Background: an optimization exercise with open tools, aiming at small area, a short achievable clock period and few clock cycles. Do not read the settings as production practice. The RTL was checked by simulation tests, not by an equivalence proof against the original design. No activity file was given, so power comes from the tool's default toggle rates.

`flow/config.mk`:
```
export PLATFORM = sky130hd
export DESIGN_NAME = expression_lexer_core
export DESIGN_NICKNAME = expression_lexer_core
export VERILOG_FILES = /design/flow/design.v
export SDC_FILE = /design/flow/constraint.sdc
export NUM_CORES = 4
export LEC_CHECK = 0
export CAP_MARGIN = 20
export CORE_MARGIN = 2
export CORE_UTILIZATION = 40
export SLEW_MARGIN = 20
```
`flow/design.v`:
```
`default_nettype none
package elx_pkg;
  typedef enum logic [1:0] {
    RUN_NONE  = 2'd0,
    RUN_NUM   = 2'd1,
    RUN_LOWER = 2'd2,
    RUN_UPPER = 2'd3
  } run_mode_t;
  typedef enum logic [3:0] {
    TK_LPAREN   = 4'd0,
    TK_RPAREN   = 4'd1,
    TK_MUL      = 4'd2,
    TK_DIV      = 4'd3,
    TK_ADD      = 4'd4,
    TK_SUB      = 4'd5,
    TK_MOD      = 4'd6,
    TK_ASSIGN   = 4'd7,
    TK_NUMBER   = 4'd8,
    TK_PRINT    = 4'd9,
    TK_READ     = 4'd10,
    TK_VARIABLE = 4'd11,
    TK_FUNCTION = 4'd12,
    TK_ERROR    = 4'd13
  } token_kind_t;
  localparam int VALUE_W = 31;
  localparam int NAME_W  = 64;
  localparam int LEN_W   = 4;
  localparam int LINE_W  = 16;
  localparam logic [7:0] CH_0      = 8'h30;
  localparam logic [7:0] CH_9      = 8'h39;
  localparam logic [7:0] CH_LA     = 8'h61;
  localparam logic [7:0] CH_LZ     = 8'h7A;
  localparam logic [7:0] CH_UA     = 8'h41;
  localparam logic [7:0] CH_UZ     = 8'h5A;
  localparam logic [7:0] CH_SPACE  = 8'h20;
  localparam logic [7:0] CH_NL     = 8'h0A;
  localparam logic [7:0] CH_LPAREN = 8'h28;
  localparam logic [7:0] CH_RPAREN = 8'h29;
  localparam logic [7:0] CH_STAR   = 8'h2A;
  localparam logic [7:0] CH_SLASH  = 8'h2F;
  localparam logic [7:0] CH_PLUS   = 8'h2B;
  localparam logic [7:0] CH_MINUS  = 8'h2D;
  localparam logic [7:0] CH_PCT    = 8'h25;
  localparam logic [7:0] CH_EQ     = 8'h3D;
  localparam logic [NAME_W-1:0] KW_PRINT     = 64'h0000_0074_6E69_7270;
  localparam logic [NAME_W-1:0] KW_READ      = 64'h0000_0000_6461_6572;
  localparam logic [LEN_W-1:0]  KW_PRINT_LEN = 4'd5;
  localparam logic [LEN_W-1:0]  KW_READ_LEN  = 4'd4;
  localparam logic [VALUE_W-1:0] VALUE_MAX = '1;
  localparam logic [3:0]         RADIX     = 4'd10;
  localparam int Q_DEPTH = 4;
  localparam int Q_PTR_W = 2;
  localparam int Q_CNT_W = 3;
  typedef struct packed {
    token_kind_t         kind;
    logic [VALUE_W-1:0]  value;
    logic [NAME_W-1:0]   name;
    logic [LEN_W-1:0]    len;
    logic                trunc;
    logic                ovf;
    logic [LINE_W-1:0]   line;
    logic                last;
  } token_t;
  typedef struct packed {
    logic   push0;
    logic   push1;
    token_t tok0;
    token_t tok1;
  } push_t;
  typedef struct packed {
    logic room2;
    logic not_empty;
  } queue_stat_t;
endpackage
`default_nettype wire
`default_nettype none
module elx_front #(
  parameter int MAX_NAME_CHARS = 8,
  parameter int LINE_BITS      = 16
) (
  input  logic                clk,
  input  logic                rst_n,
  input  logic                in_valid,
  output logic                in_stall,
  input  logic [7:0]          in_char_code,
  input  logic                in_end_of_source,
  input  elx_pkg::queue_stat_t q_stat,
  output elx_pkg::push_t      push
);
  localparam int NB = 8 * MAX_NAME_CHARS;
  localparam int LW = (LINE_BITS < elx_pkg::LINE_W) ? LINE_BITS : elx_pkg::LINE_W;
  elx_pkg::run_mode_t          mode_r, mode_nxt;
  logic [elx_pkg::VALUE_W-1:0] acc_r, acc_nxt;
  logic                        ovf_r, ovf_nxt;
  logic [NB-1:0]               buf_r, buf_nxt;
  logic [elx_pkg::LEN_W-1:0]   cnt_r, cnt_nxt;
  logic                        trunc_r, trunc_nxt;
  logic [LW-1:0]               line_r, line_nxt;
  elx_pkg::run_mode_t          mid_mode;
  logic [elx_pkg::VALUE_W-1:0] mid_acc;
  logic                        mid_ovf;
  logic [NB-1:0]               mid_buf;
  logic [elx_pkg::LEN_W-1:0]   mid_cnt;
  logic                        mid_trunc;
  logic                        accept;
  elx_pkg::run_mode_t          cls;
  logic                        cont;
  logic                        is_space;
  logic                        is_nl;
  logic [3:0]                  digit;
  logic [elx_pkg::VALUE_W-1:0] acc_base;
  logic [elx_pkg::VALUE_W+3:0] acc_sum;
  logic [elx_pkg::VALUE_W-1:0] acc_upd;
  logic                        ovf_upd;
  logic [NB-1:0]               buf_upd;
  logic [elx_pkg::LEN_W-1:0]   cnt_upd;
  logic                        trunc_upd;
  logic                        flush_a;
  logic                        sym_hit;
  logic                        eos_hit;
  elx_pkg::token_kind_t        sym_kind;
  elx_pkg::token_t             old_tok;
  elx_pkg::token_t             new_tok;
  elx_pkg::token_t             sym_tok;
  assign accept   = in_valid & q_stat.room2;
  assign in_stall = ~q_stat.room2;
  always_comb begin
    if (in_char_code >= elx_pkg::CH_0 && in_char_code <= elx_pkg::CH_9) begin
      cls = elx_pkg::RUN_NUM;
    end else if (in_char_code >= elx_pkg::CH_LA && in_char_code <= elx_pkg::CH_LZ) begin
      cls = elx_pkg::RUN_LOWER;
    end else if (in_char_code >= elx_pkg::CH_UA && in_char_code <= elx_pkg::CH_UZ) begin
      cls = elx_pkg::RUN_UPPER;
    end else begin
      cls = elx_pkg::RUN_NONE;
    end
  end
  assign cont     = (cls != elx_pkg::RUN_NONE) && (cls == mode_r);
  assign is_space = (in_char_code == elx_pkg::CH_SPACE);
  assign is_nl    = (in_char_code == elx_pkg::CH_NL);
  assign digit    = 4'(in_char_code - elx_pkg::CH_0);
  assign acc_base = cont ? acc_r : '0;
  assign acc_sum  = {1'b0, acc_base, 3'b000} + {3'b000, acc_base, 1'b0}
                  + {31'd0, digit};
  always_comb begin
    if (acc_sum > (elx_pkg::VALUE_W + 4)'(elx_pkg::VALUE_MAX)) begin
      acc_upd = elx_pkg::VALUE_MAX;
      ovf_upd = 1'b1;
    end else begin
      acc_upd = acc_sum[elx_pkg::VALUE_W-1:0];
      ovf_upd = cont & ovf_r;
    end
  end
  always_comb begin
    buf_upd   = cont ? buf_r : '0;
    cnt_upd   = cont ? cnt_r : '0;
    trunc_upd = cont & trunc_r;
    if (cnt_upd < elx_pkg::LEN_W'(MAX_NAME_CHARS)) begin
      for (int i = 0; i < MAX_NAME_CHARS; i++) begin
        if (cnt_upd == elx_pkg::LEN_W'(i)) begin
          buf_upd[8*i +: 8] = in_char_code;
        end
      end
      cnt_upd = cnt_upd + 1'b1;
    end else begin
      trunc_upd = 1'b1;
    end
  end
  always_comb begin
    mid_mode  = cls;
    mid_acc   = '0;
    mid_ovf   = 1'b0;
    mid_buf   = '0;
    mid_cnt   = '0;
    mid_trunc = 1'b0;
    if (cls == elx_pkg::RUN_NUM) begin
      mid_acc = acc_upd;
      mid_ovf = ovf_upd;
    end else if (cls != elx_pkg::RUN_NONE) begin
      mid_buf   = buf_upd;
      mid_cnt   = cnt_upd;
      mid_trunc = trunc_upd;
    end
  end
  always_comb begin
    mode_nxt  = mode_r;
    acc_nxt   = acc_r;
    ovf_nxt   = ovf_r;
    buf_nxt   = buf_r;
    cnt_nxt   = cnt_r;
    trunc_nxt = trunc_r;
    line_nxt  = line_r;
    if (accept) begin
      if (in_end_of_source) begin
        mode_nxt  = elx_pkg::RUN_NONE;
        acc_nxt   = '0;
        ovf_nxt   = 1'b0;
        buf_nxt   = '0;
        cnt_nxt   = '0;
        trunc_nxt = 1'b0;
      end else begin
        mode_nxt  = mid_mode;
        acc_nxt   = mid_acc;
        ovf_nxt   = mid_ovf;
        buf_nxt   = mid_buf;
        cnt_nxt   = mid_cnt;
        trunc_nxt = mid_trunc;
      end
      if (is_nl && line_r != {LW{1'b1}}) begin
        line_nxt = line_r + 1'b1;
      end
    end
  end
  always_ff @(posedge clk) begin
    if (!rst_n) begin
      mode_r  <= elx_pkg::RUN_NONE;
      acc_r   <= '0;
      ovf_r   <= 1'b0;
      buf_r   <= '0;
      cnt_r   <= '0;
      trunc_r <= 1'b0;
      line_r  <= LW'(1);
    end else begin
      mode_r  <= mode_nxt;
      acc_r   <= acc_nxt;
      ovf_r   <= ovf_nxt;
      buf_r   <= buf_nxt;
      cnt_r   <= cnt_nxt;
      trunc_r <= trunc_nxt;
      line_r  <= line_nxt;
    end
  end
  function automatic elx_pkg::token_t run_token(
    input elx_pkg::run_mode_t          m,
    input logic [elx_pkg::VALUE_W-1:0] a,
    input logic                        o,
    input logic [NB-1:0]               b,
    input logic [elx_pkg::LEN_W-1:0]   n,
    input logic                        t,
    input logic [LW-1:0]               ln
  );
    elx_pkg::token_t tk;
    tk      = '0;
    tk.line = elx_pkg::LINE_W'(ln);
    unique case (m)
      elx_pkg::RUN_NUM: begin
        tk.kind  = elx_pkg::TK_NUMBER;
        tk.value = a;
        tk.ovf   = o;
      end
      elx_pkg::RUN_LOWER: begin
        if (!t && n == elx_pkg::KW_PRINT_LEN
            && elx_pkg::NAME_W'(b) == elx_pkg::KW_PRINT) begin
          tk.kind = elx_pkg::TK_PRINT;
        end else if (!t && n == elx_pkg::KW_READ_LEN
                     && elx_pkg::NAME_W'(b) == elx_pkg::KW_READ) begin
          tk.kind = elx_pkg::TK_READ;
        end else begin
          tk.kind  = elx_pkg::TK_VARIABLE;
          tk.name  = elx_pkg::NAME_W'(b);
          tk.len   = n;
          tk.trunc = t;
        end
      end
      elx_pkg::RUN_UPPER: begin
        tk.kind  = elx_pkg::TK_FUNCTION;
        tk.name  = elx_pkg::NAME_W'(b);
        tk.len   = n;
        tk.trunc = t;
      end
      default: tk.kind = elx_pkg::TK_ERROR;
    endcase
    run_token = tk;
  endfunction
  always_comb begin
    unique case (in_char_code)
      elx_pkg::CH_LPAREN: sym_kind = elx_pkg::TK_LPAREN;
      elx_pkg::CH_RPAREN: sym_kind = elx_pkg::TK_RPAREN;
      elx_pkg::CH_STAR:   sym_kind = elx_pkg::TK_MUL;
      elx_pkg::CH_SLASH:  sym_kind = elx_pkg::TK_DIV;
      elx_pkg::CH_PLUS:   sym_kind = elx_pkg::TK_ADD;
      elx_pkg::CH_MINUS:  sym_kind = elx_pkg::TK_SUB;
      elx_pkg::CH_PCT:    sym_kind = elx_pkg::TK_MOD;
      elx_pkg::CH_EQ:     sym_kind = elx_pkg::TK_ASSIGN;
      default:            sym_kind = elx_pkg::TK_ERROR;
    endcase
  end
  assign flush_a = ~cont && (mode_r != elx_pkg::RUN_NONE);
  assign sym_hit = (cls == elx_pkg::RUN_NONE) && ~is_space && ~is_nl;
  assign eos_hit = in_end_of_source && (mid_mode != elx_pkg::RUN_NONE);
  always_comb begin
    old_tok      = run_token(mode_r, acc_r, ovf_r, buf_r, cnt_r, trunc_r, line_r);
    new_tok      = run_token(mid_mode, mid_acc, mid_ovf, mid_buf, mid_cnt, mid_trunc,
                             line_r);
    sym_tok      = '0;
    sym_tok.kind = sym_kind;
    sym_tok.line = elx_pkg::LINE_W'(line_r);
    push.push0 = accept & (flush_a | sym_hit | eos_hit);
    push.push1 = accept & flush_a & (sym_hit | eos_hit);
    if (flush_a) begin
      push.tok0 = old_tok;
    end else if (sym_hit) begin
      push.tok0 = sym_tok;
    end else begin
      push.tok0 = new_tok;
    end
    push.tok0.last = ~(flush_a & (sym_hit | eos_hit));
    push.tok1      = sym_hit ? sym_tok : new_tok;
    push.tok1.last = 1'b1;
  end
endmodule
`default_nettype wire
`default_nettype none
module elx_queue (
  input  logic                 clk,
  input  logic                 rst_n,
  input  elx_pkg::push_t       push,
  input  logic                 pop,
  output elx_pkg::token_t      head,
  output elx_pkg::queue_stat_t q_stat
);
  localparam int TOK_W = 4 + elx_pkg::VALUE_W + elx_pkg::NAME_W + elx_pkg::LEN_W + 2
                         + elx_pkg::LINE_W + 1;
  logic [TOK_W-1:0]              mem_r [0:elx_pkg::Q_DEPTH-1];
  logic [elx_pkg::Q_PTR_W-1:0]   wr_ptr_r, wr_ptr_nxt;
  logic [elx_pkg::Q_PTR_W-1:0]   rd_ptr_r, rd_ptr_nxt;
  logic [elx_pkg::Q_CNT_W-1:0]   cnt_r, cnt_nxt;
  logic [elx_pkg::Q_PTR_W-1:0]   wr_ptr_p1;
  assign wr_ptr_p1 = wr_ptr_r + 1'b1;
  always_comb begin
    wr_ptr_nxt = wr_ptr_r + elx_pkg::Q_PTR_W'(push.push0)
               + elx_pkg::Q_PTR_W'(push.push1);
    rd_ptr_nxt = rd_ptr_r + elx_pkg::Q_PTR_W'(pop);
    cnt_nxt    = cnt_r + elx_pkg::Q_CNT_W'(push.push0)
               + elx_pkg::Q_CNT_W'(push.push1) - elx_pkg::Q_CNT_W'(pop);
  end
  always_ff @(posedge clk) begin
    if (!rst_n) begin
      wr_ptr_r <= '0;
      rd_ptr_r <= '0;
      cnt_r    <= '0;
    end else begin
      wr_ptr_r <= wr_ptr_nxt;
      rd_ptr_r <= rd_ptr_nxt;
      cnt_r    <= cnt_nxt;
    end
  end
  always_ff @(posedge clk) begin
    if (push.push0) begin
      mem_r[wr_ptr_r] <= push.tok0;
    end
    if (push.push1) begin
      mem_r[wr_ptr_p1] <= push.tok1;
    end
  end
  assign head             = mem_r[rd_ptr_r];
  assign q_stat.not_empty = (cnt_r != '0);
  assign q_stat.room2     = (cnt_r <= elx_pkg::Q_CNT_W'(elx_pkg::Q_DEPTH - 2));
endmodule
`default_nettype wire
`default_nettype none
module elx_back (
  input  logic                 clk,
  input  logic                 rst_n,
  input  elx_pkg::token_t      head,
  input  elx_pkg::queue_stat_t q_stat,
  output logic                 pop,
  output logic                 out_valid,
  input  logic                 out_stall,
  output logic [3:0]           out_token_kind,
  output logic [30:0]          out_number_value,
  output logic [63:0]          out_name_chars,
  output logic [3:0]           out_name_length,
  output logic                 out_name_truncated,
  output logic                 out_number_overflow,
  output logic [15:0]          out_line_number,
  output logic                 out_last_of_run
);
  logic            valid_r, valid_nxt;
  elx_pkg::token_t tok_r;
  assign pop       = q_stat.not_empty & (~valid_r | ~out_stall);
  assign valid_nxt = pop | (valid_r & out_stall);
  always_ff @(posedge clk) begin
    if (!rst_n) begin
      valid_r <= 1'b0;
    end else begin
      valid_r <= valid_nxt;
    end
  end
  always_ff @(posedge clk) begin
    if (pop) begin
      tok_r <= head;
    end
  end
  assign out_valid           = valid_r;
  assign out_token_kind      = tok_r.kind;
  assign out_number_value    = tok_r.value;
  assign out_name_chars      = tok_r.name;
  assign out_name_length     = tok_r.len;
  assign out_name_truncated  = tok_r.trunc;
  assign out_number_overflow = tok_r.ovf;
  assign out_line_number     = tok_r.line;
  assign out_last_of_run     = tok_r.last;
endmodule
`default_nettype wire
`default_nettype none
module expression_lexer_core #(
  parameter int MAX_NAME_CHARS = 8,
  parameter int LINE_BITS      = 16
) (
  input  logic        clk,
  input  logic        rst_n,
  input  logic        in_valid,
  output logic        in_stall,
  input  logic [7:0]  in_char_code,
  input  logic        in_end_of_source,
  output logic        out_valid,
  input  logic        out_stall,
  output logic [3:0]  out_token_kind,
  output logic [30:0] out_number_value,
  output logic [63:0] out_name_chars,
  output logic [3:0]  out_name_length,
  output logic        out_name_truncated,
  output logic        out_number_overflow,
  output logic [15:0] out_line_number,
  output logic        out_last_of_run
);
  elx_pkg::push_t       push;
  elx_pkg::queue_stat_t q_stat;
  elx_pkg::token_t      head;
  logic                 pop;
  elx_front #(
    .MAX_NAME_CHARS (MAX_NAME_CHARS),
    .LINE_BITS      (LINE_BITS)
  ) u_front (
    .clk              (clk),
    .rst_n            (rst_n),
    .in_valid         (in_valid),
    .in_stall         (in_stall),
    .in_char_code     (in_char_code),
    .in_end_of_source (in_end_of_source),
    .q_stat           (q_stat),
    .push             (push)
  );
  elx_queue u_queue (
    .clk    (clk),
    .rst_n  (rst_n),
    .push   (push),
    .pop    (pop),
    .head   (head),
    .q_stat (q_stat)
  );
  elx_back u_back (
    .clk                 (clk),
    .rst_n               (rst_n),
    .head                (head),
    .q_stat              (q_stat),
    .pop                 (pop),
    .out_valid           (out_valid),
    .out_stall           (out_stall),
    .out_token_kind      (out_token_kind),
    .out_number_value    (out_number_value),
    .out_name_chars      (out_name_chars),
    .out_name_length     (out_name_length),
    .out_name_truncated  (out_name_truncated),
    .out_number_overflow (out_number_overflow),
    .out_line_number     (out_line_number),
    .out_last_of_run     (out_last_of_run)
  );
endmodule
`default_nettype wire
```
`flow/constraint.sdc`:
```
create_clock -name core_clock -period 7.0 [get_ports {clk}]
set_input_delay 1.4000 -clock core_clock [delete_from_list [all_inputs] [get_ports {clk}]]
set_output_delay 1.4000 -clock core_clock [all_outputs]
set_load 0.01 [all_outputs]
```
`flow/run.sh`:
```
#!/bin/bash
# synth_recipe.tcl (not shown) runs the flow's synth.tcl, then flattens the netlist and writes it again
# the make line also repeats each setting of config.mk as NAME=value (left out here)
make -C /OpenROAD-flow-scripts/flow DESIGN_CONFIG=/design/flow/config.mk WORK_HOME=/design/flow/orfs CLKGATE_MAP_FILE= SYNTH_SCRIPT=/design/flow/synth_recipe.tcl finish
```
==> impl_metrics.json <==
{
  "status": "timing/DRC/antenna clean",
  "start_util": 0.405,
  "clock-sinks": 737,
  "mostFrequentLayoutCells": "edfxtp_1 (606), o22ai_1 (221), nand2_1 (217)",
  "first_pass_iters": 6,
  "fp.coreArea_um2": 87000,
  "setup.worst_path.end_class": "register",
  "synth_fa_ha_area_frac": 0.0295,
  "grt_usage": 0.234,
  "intPower_mw": 9.33,
  "slew_violations": 0,
  "drc": 0,
  "leakagePower_nw": 13.6,
  "cts_tree": "done",
  "dp_cells": 4031,
  "cp_data_required_time_ns": 7.35,
  "synth_compound_area_frac": 0.134,
  "period_needed_ns": 6.61,
  "p_switching_mw": 3.74,
  "min_path_type": "reg -> reg",
  "timing.fmax_mhz": 151,
  "grt_setup_unrepaired": "false",
  "drt-vias-per-instance": 6.08,
  "pwr-share-seq": 0.457,
  "ctsHoldBuffers": 0,
  "dieHeight_um": 301,
  "ys_seq_area_frac": 0.590,
  "power.total_mw": 13.1,
  "synth-simple-area-share": 0.123,
  "syn_inst": 2819,
  "die_x_um": 301,
  "grt_pass1_vias": 26000,
  "synthToLayoutAreaGrowth_pct": 16.5,
  "ios": 137,
  "async_flop_share": 0,
  "ys_types": 92,
  "path_class": "in -> reg",
  "combinationalPowerShare": 0.234,
  "setup.worst_path.start_class": "input pin",
  "layout_commonest_cell": "edfxtp_1",
  "h-tree-depth": 3,
  "finalClockSkew_ns": 0.0272,
  "routabilityCongestion": 0.941,
  "synth_flop_cell": "edfxtp_1",
  "wire_per_inst_um": 25.6,
  "critPathMaxFanout": 6,
  "register_area_um2": 20800,
  "grt_first_pass_wirelength_um": 162000,
  "p_per_area_nw_per_um2": 318,
  "finalSetupViolations": 0,
  "vias": 25400,
  "cts.clk_slew.worst_paths_ns": 0.06,
  "synth-seq-cells": 737,
  "synth_top_family_by_area": "compound AO/OA/AOI/OAI gates",
  "row_count": 108,
  "synth_warnings": 3,
  "synth-edff-count": 606,
  "drt_iter0_markers": 2447,
  "dp_hpwl_um": 66500,
  "fin_crit_sh": 0.944,
  "maxCapViolCount": 0,
  "drive_above_1_share": 0.151,
  "clockBufferDepth": 3,
  "synth.avg_cell_area_um2": 12.5,
  "clock_power_share": 0.309,
  "ant_nets": 0,
  "clk_latency_ns": 0.64,
  "syn_nets": 2912,
  "worst_slack_ns": 0.394,
  "switching_share": 0.286,
  "fin_nets": 3051,
  "pre_cts_slack_ns": -0.295,
  "worst-slew-pin-transition_ns": 0.988,
  "die_area_um2": 90600,
  "grt_overflow": 0,
  "synthMuxAreaShare": 0.0815,
  "synth_area_um2": 35300,
  "numCtsBuffers": 79,
  "antenna_found_initial": 8,
  "cp.arrival_ns": 6.95,
  "relSlewSlack": 0.335,
  "root_buffer": "clkbuf_16",
  "portBuffers": 136,
  "synthXorXnorAreaFrac": 0.0109,
  "worst_ir_drop_vdd_mv": 0.175,
  "fillerInstances": 7758,
  "multiInputGateArea_um2": 13600,
  "wl_um": 107000,
  "stdcell_count": 4180,
  "grt_max_degree": 96,
  "hold_violations": 0
}
[path summary, 6_finish.rpt]
path         depth (start not counted)                 from                   end  slack, ns
min reg2reg                          1  u_queue.mem_r[1][0]   u_queue.mem_r[1][0]       0.47
min                                  1  u_queue.mem_r[1][0]   u_queue.mem_r[1][0]       0.47
max reg2reg                         21    u_front.mode_r[1]  u_queue.mem_r[0][61]       1.73
max                                 25      in_char_code[1]  u_queue.mem_r[0][61]       0.39
[timing repair]
| item | 4_1_cts | 5_1_grt |
|---|---|---|
| resized for setup | 0 | 1 |
| setup buffers | 0 | 0 |
| endpoints found under the setup margin | 0 | 2 |
[per-layer routing]
layer	global-route usage	share of wire	vias to the layer above
li1	-	-	11300
met1	0.319	0.42	12800
met2	0.381	0.48	1107
met3	0.0447	0.081	171
met4	0.0723	0.024	8
met5	0	0.00047	-
[final cells by class]
| cell class | instances | share of cell area |
|---|---|---|
| Sequential cell | 737 | 0.507 |
| Multi-Input combinational cell | 1817 | 0.330 |
| Timing Repair Buffer | 279 | 0.0636 |
| Clock buffer | 106 | 0.0523 |
| Tap cell | 1155 | 0.0352 |
| Clock inverter | 40 | 0.00767 |
| Inverter | 44 | 0.00408 |
| Antenna cell | 2 | 0.000122 |
[state kept, by name, indices dropped and copies added, names as in the netlist]
| signal | flops |
|---|---|
| u_queue.mem_r | 488 |
| u_back.tok_r | 122 |
| u_front.buf_r | 64 |
| u_front.acc_r | 31 |
| u_front.line_r | 16 |
| u_front.cnt_r | 4 |
| u_queue.cnt_r | 3 |
| u_front.mode_r | 2 |
| u_queue.rd_ptr_r | 2 |
| u_queue.wr_ptr_r | 2 |
| u_back.valid_r | 1 |
| u_front.ovf_r | 1 |
| u_front.trunc_r | 1 |
[worst max-delay path: stages]
cell,delay [ns]
clkdlybuf4s50_1,0.48
a21o_1,0.25
a32oi_2,0.25
nand3b_1,0.13
o21ai_1,0.20
inv_1,0.09
ha_1,0.23
nor3_4,0.23
buf_12,0.13
nand2_1,0.10
inv_1,0.12
ha_1,0.32
buf_4,0.21
or3b_2,0.47
and3_1,0.23
a31oi_1,0.16
a211oi_1,0.15
nor3_1,0.27
nand4_1,0.15
nor4b_2,0.39
buf_4,0.19
o2111ai_2,0.20
buf_4,0.21
o211ai_2,0.26
a21oi_1,0.12
[cells by family after synthesis]
| family | count (synthesis) |
|---|---|
| AOI/OAI and AO/OA | 685 |
| xor gates and xnor gates | 44 |
| adders and majority gates | 81 |
| buffers and inverters | 265 |
| DFF | 737 |
| muxes | 134 |
| and+or+nand+nor | 873 |
[power by group through the flow]
stage	Clock [mW]	Combinational, mW	Sequential, mW
after detailed placement	0	3.10	6.08
after global placement	0	3.10	6.05
after CTS	4.11	3.12	5.99
after global routing	4.27	3.25	6.05
final	4.04	3.06	5.97
after floorplan	0	1.46	6.17
[synthesized netlist by cell type (27+ instances only)]
cell	n	area share
nor3_1	35	0.0050
mux4_2	122	0.078
buf_1	27	0.0029
o22ai_1	221	0.039
xnor2_1	29	0.0072
a32oi_1	33	0.0082
edfxtp_1	606	0.52
nor2b_1	74	0.013
inv_1	43	0.0046
a21oi_1	67	0.0095
nand2_1	220	0.023
dfxtp_1	131	0.074
ha_1	76	0.027
a22oi_1	67	0.014
and2_1	122	0.022
clkbuf_1	170	0.018
o21ai_0	75	0.011
o32ai_1	63	0.016
nor2_1	242	0.026
nand3_1	35	0.0050
[through the flow]
stage                     setup TNS, ns   util  hold slack, ns  area, um^2
after floorplan                 -0.0249      -           0.432       35400
after global placement            -5.73  0.444           0.444       38600
after detailed placement         -15.31  0.444           0.456       38600
after CTS                             0  0.472           0.470       41100
after global routing                  0  0.472           0.492       41100
final                                 0  0.472           0.472       41100
Testbench counts, summed over its fixed seeds: cycles 24,069.

[afterwards: timing with drivers on the ports]
The results above use ideal ports. As a check the final layout listed here was re-extracted and re-timed, cells and wires unchanged.
Step 1, drivers: a clkbuf_16 drives clk and a buf_2 each remaining input, both assumed.
Step 2, shift: input delay + t, output delay - t, t = (earliest + latest rising clock arrival at the registers) / 2. This alone moves slack from input paths to output paths.
Three values: no drivers, after step 1, after step 2; two values: the first two.
t (ns): 0.695
slack for setup (ns): 0.394 / 0.404 / -0.291
worst hold slack (ns): 0.472 / 0.472 / 0.472
With both steps, setup timing fails in this run, where it was met with ideal ports. The setup slack of this run moves by +0.010 ns with the drivers and by -0.685 ns with both steps.
